This design comes from an exercise in tuning for small area and a short achievable clock period on the open sky130 flow, not from production work.
Function was not checked in any run shown here: the RTL went through the layout flow alone.

## flow/design.v (module list and top-level ports; edited modules follow where they fit)
// module musb_mult_accum: 1430 lines
// module musb_fa: 10 lines
// module musb_ha: 9 lines
// module musb_cpa: 622 lines
// module musb_nand2: 3 lines
// module musb_nor2: 3 lines
// module musb_xor2: 3 lines
// module musb_xnor2: 3 lines
// module musb_inv: 3 lines
// module musb_o21ai: 3 lines
// module musb_a21oi: 3 lines
module musb_mult_accum #(
  parameter int WIDTH = 32
) (
  input  logic                 clk,
  input  logic                 rst,
  input  logic [WIDTH-1:0]     input_a,
  input  logic [WIDTH-1:0]     input_b,
  input  logic [2*WIDTH-1:0]   accum_in,
  input  logic                 signed_operation,
  input  logic [1:0]           op,
  input  logic                 enable_op,
  input  logic                 stall,
  input  logic                 flush,
  output logic [2*WIDTH-1:0]   mult_result,
  output logic                 active,
  output logic                 ready
);
  // ...
==> flow/run.sh <==
#!/bin/bash
# synth_recipe.tcl (not shown) runs the flow's synth.tcl, then flattens the netlist and writes it again
# the make line also repeats each setting of config.mk as NAME=value (left out here)
make -C /OpenROAD-flow-scripts/flow DESIGN_CONFIG=/design/flow/config.mk WORK_HOME=/design/flow/orfs CLKGATE_MAP_FILE= SYNTH_SCRIPT=/design/flow/synth_recipe.tcl finish
==> flow/config.mk <==
export PLATFORM = sky130hd
export DESIGN_NAME = musb_mult_accum
export DESIGN_NICKNAME = musb_mult_accum
export VERILOG_FILES = /design/flow/design.v
export SDC_FILE = /design/flow/constraint.sdc
export NUM_CORES = 4
export LEC_CHECK = 0
export CAP_MARGIN = 20
export CORE_MARGIN = 2
export CORE_UTILIZATION = 40
export SETUP_SLACK_MARGIN = 4.5
export SLEW_MARGIN = 20
export SYNTH_HIERARCHICAL = 1
export SYNTH_MINIMUM_KEEP_SIZE = 0
export TNS_END_PERCENT = 0
==> flow/constraint.sdc <==
create_clock -name core_clock -period 8.0 [get_ports {clk}]
set_input_delay 1.6000 -clock core_clock [delete_from_list [all_inputs] [get_ports {clk}]]
set_output_delay 1.6000 -clock core_clock [all_outputs]
set_load 0.01 [all_outputs]
==> flow_metrics.py, run 1 <==
metrics = {
    "worst_setup_path": {
        "cp-endpoint": "r2[109]",
        "endpoint_kind": "flip-flop",
        "crit_buf_inv": 1,
        "path_class": "flip-flop to flip-flop",
    },
    "drt": {
        "wl_mm": 144,
        "wl_met3_mm": 18.8,
    },
    "timing": {
        "rsz0062_at_grt": "true",
        "finalWorstSetupSlack_ps": 4390,
        "finalSetupViolCount": 0,
    },
    "logic_synthesis": {
        "async_reset_ff_share_pct": 13.4,
        "synth-seq-cells": 508,
        "yosysSeqAreaShare_pct": 33.8,
    },
    "floorplanning": {
        "die_x_um": 336,
    },
    "layout": {
        "fillers": 9949,
        "dominant_cells": "multi-input gates",
        "fin_cells": 4973,
        "layout_common_cells": "xnor2_1 (582), fa_1 (538), edfxtp_1 (440)",
        "area_delta_synth_final_pct": 9.86,
    },
    "clock_tree": {
        "ctsHtreeMaxLevel": 2,
        "cts_tree": "yes",
        "clkLatencyLatePin_ps": 650,
    },
    "worst_hold_path": {
        "hold_end": "r2[1]",
    },
    "global_route": {
        "gr-usage-met1_pct": 33.6,
        "grt_pass1_wl_mm": 210,
        "grt_max_degree": 159,
    },
    "run_status": {
        "outcome": "no timing/DRC/antenna violations",
    },
}
==> run 2, diff against run 1 <==
--- a/flow/config.mk
+++ b/flow/config.mk
@@ -13,3 +13,2 @@
 export SYNTH_HIERARCHICAL = 1
 export SYNTH_MINIMUM_KEEP_SIZE = 0
-export TNS_END_PERCENT = 0
==> run 2 against run 1 <==
  * Fmax increased by 3.8%
  * Synthesized cell count is the same
  * Still clean on timing, DRC and antenna
  * Largest cell class unchanged
  * Utilization rose by 0.24 points
  * Register-to-register slack better by 130 ps
==> flow_metrics.py, run 2 <==
metrics = {
    "clock_tree": {
        "cts_buffer_depth": 3,
        "cts-root-buf": "clkbuf_16",
        "clkTransAtPathRegs_ps": 60,
        "cts_sinks": 508,
        "cts_buffers": 58,
        "ctsHtreeMaxLevel": 2,
        "clkLatencyLatePin_ps": 660,
        "cts_tree": "yes",
        "cts_hold_buf": 0,
    },
    "worst_setup_path": {
        "cp.arrival_ps": 3860,
        "crit_chain": "fa_1, fa_1, nor2_1, o21ai_1, a21oi_2, o21ai_1, a21oi_4, o21ai_4, a21oi_2, o21ai_1, xor2_1",
        "endpoint_kind": "flip-flop",
        "critPathLaunch": "r2[21]",
        "critPathSlowestCell": "fa_1",
        "required_ps": 8390,
        "path_max_fanout": 4,
        "cp-start-kind": "flip-flop",
        "cpPeakStageDelay_ps": 620,
        "worstReg2RegStart": "r2[21]",
        "path_class": "flip-flop to flip-flop",
        "cp_common_cell": "o21ai_1",
    },
    "logic_synthesis": {
        "synth_cell_types": 27,
        "yosysSeqAreaShare_pct": 33.8,
        "ys.flop_type": "edfxtp_1",
        "netlist.area_leader.share_pct": 29.9,
        "syn_avg_cell_area_um2": 12.6,
        "synthTopCellsByArea": "edfxtp_1 (30%), fa_1 (25%), xnor2_1 (12%)",
        "synth_area_um2": 44200,
        "yosys.area.top_type": "edfxtp_1",
        "syn-num-nets": 4238,
        "synth-edff-count": 440,
        "synthTopCellsByCount": "xnor2_1 (582), fa_1 (542), edfxtp_1 (440)",
        "async_reset_ff_share_pct": 13.4,
        "post-synth-top-count-cell": "xnor2_1",
        "netlist_instances": 3495,
        "synth-seq-cells": 508,
        "ys_warn_count": 7,
    },
    "drt": {
        "wl_mm": 145,
        "ant_nets": 0,
        "met2_length_mm": 62.3,
        "vias": 29000,
        "topRoutingLayerUsed": "met5",
        "post_drt_wl_per_cell_um": 29.1,
        "wl_met1_mm": 57.3,
        "wl_met3_mm": 18.6,
        "dr.first_iter.drc_count": 3290,
        "drtPass1Iterations": 6,
        "drc_errors": 0,
        "via_per_inst": 5.84,
    },
    "timing": {
        "finClkSkew_ps": 32.0,
        "worstMarginPinSlew_ps": 1060,
        "slew-limit-headroom_pct": 29.0,
        "finalWorstSetupSlack_ps": 4520,
        "min_period_over_period_pct": 43.5,
        "finalMaxSlewViolations": 0,
        "layout_min_cycle_time_ps": 3480,
        "finalSetupViolCount": 0,
        "fmax_mhz": 288,
        "hold_viol": 0,
        "rsz0062_at_grt": "true",
    },
    "global_route": {
        "grt.total_usage_pct": 25.6,
        "grt_pass1_vias": 30700,
        "grt_max_degree": 159,
        "grt_overflow_total": 0,
        "antenna_found_initial": 4,
        "grt_pass1_wl_mm": 210,
    },
    "floorplanning": {
        "num_rows": 121,
        "die_x_um": 336,
        "core_area_um2": 109000,
        "die-area_um2": 113000,
        "die_h_um": 336,
        "ios": 202,
        "start_util_pct": 40.5,
    },
    "layout": {
        "largest-register": "r2",
        "final_nets": 4188,
        "drive_gt1_share_pct": 14.5,
        "largest_register_ffs": 229,
        "layout_common_cells": "xnor2_1 (582), fa_1 (528), edfxtp_1 (440)",
        "final_util_pct": 44.7,
        "area_delta_synth_final_pct": 10.5,
        "final_common_cell": "xnor2_1",
    },
    "worst_hold_path": {
        "hold_path.startpoint": "r1_acc[0]",
        "hp-class": "flip-flop to flip-flop",
    },
    "placement": {
        "io_buffers": 201,
        "dp_slack_ps": 3910,
        "hpwl_mm": 92.3,
        "gp_congestion": 0.924,
    },
    "run_status": {
        "outcome": "no timing/DRC/antenna violations",
    },
    "run": {
        "drv_cap": 0,
    },
}
## run 2: cell count changes in the layout (fill, tap and decap cells not counted), moves of 7 or more
cell	delta
o21ai_1	-7
buf_12	+7
fa_1	-10
buf_8	+8
nor2_1	-14
buf_4	-7
buf_6	-12
nor2_2	+13
fa_2	+10
## run 2: path summary, 6_finish.rpt
kind | endpoint | slack, ps | cells after the start
hold / removal | r2[1] | 420 | 0
max in group asynchronous | r_valid[1] | 5810 | 3
min in group asynchronous | mult_result[20] | 1520 | 3
hold reg to reg | r2[1] | 420 | 0
setup reg to reg | r3[61] | 4520 | 11
setup / recovery | r3[61] | 4520 | 11
## run 2: kinds of logic after synthesis
logic type	count (synthesis)	share of synthesized area (%)
flip-flops	508	33.8
XOR/XNOR	751	14.9
adder cells (fa/ha/maj)	607	26.4
AND/OR/NAND/NOR	400	4.00
multiplexers	68	1.76
AO/OA/AOI/OAI	729	13.0
buffers and inverters	432	6.18
## run 2: layout make-up
type | instances | area (um2)
clock inverters | 28 | 308
well taps | 1476 | 1850
flip-flops and latches | 508 | 14900
multi-input cells | 2555 | 26800
repair buffers | 303 | 3230
diodes | 1 | 2.50
inverters | 19 | 76.3
fillers | 9901 | 60300
clock buffers | 81 | 1590
## run 2: worst max-delay path: cells and delay by family, from the launching register on
kind	cells	cell delay [ps]
simple gates	1	160
xor+xnor	1	170
fa+ha+maj	2	1100
flops	1	400
compound gates	7	1400
## run 2: stage by stage
stage          std cells  hold WS [ps]  setup TNS, ps  cell area, um2
3_5_place_dp        4851           405              0           46100
4_1_cts             4963           418              0           48300
2_1_floorplan       3495           400        -415520           44200
3_3_place_gp        4851           405              0           46100
6_report            4971           418              0           48800
5_1_grt             4970           424              0           48800
## run 2: repair_timing
action | in CTS | in global routing
setup buffers | 3 | 7
pin swaps | 0 | 5
setup endpoints to repair | 100 | 123
cloned | 0 | 0
resized for setup | 72 | 146
## run 2: per-module statistics from Yosys (local to each module, per instance)
module,area [um2],flip-flops and latches,times used
musb_fa,20.0,0,542
musb_xnor2,8.76,0,21
musb_a21oi,8.76,0,72
musb_nand2,3.75,0,115
musb_xor2,8.76,0,106
musb_inv,3.75,0,16
musb_cpa,480,0,1
musb_ha,12.5,0,64
musb_nor2,3.75,0,134
musb_mult_accum,28800,508,1
musb_o21ai,5.00,0,114
## run 2: routing by layer
metal,global-route usage [%],up-vias
met5,0,-
met4,10.9,4
met3,9.42,480
met2,37.9,1965
met1,33.6,14700
li1,-,11900

re-timing with driven ports:
The flow's constraints put no driver on any port. The routed layouts listed below were extracted and timed again, unchanged, in two steps.
Step 1: set_driving_cell puts a clkbuf_16 on clk and a buf_2 on each other input, an assumption about the parent block.
Step 2 also shifts input and output timing later by t, the mid clock arrival at the registers, as if the neighbouring blocks saw the same clock.
Three values: no drivers, after step 1, after step 2; two values: the first two.
run | shift t [ns] | setup slack, ns | hold slack, ns
run 1 | 0.708 | 4.392 / 4.392 / 3.979 | 0.419 / 0.419 / 0.419
run 2 | 0.711 | 4.523 / 4.523 / 4.076 | 0.418 / 0.418 / 0.418
After both steps every run listed still meets setup and hold. For run 2, which loses most, drivers alone change the setup slack by 0.000 ns; drivers and shift together by -0.447 ns.
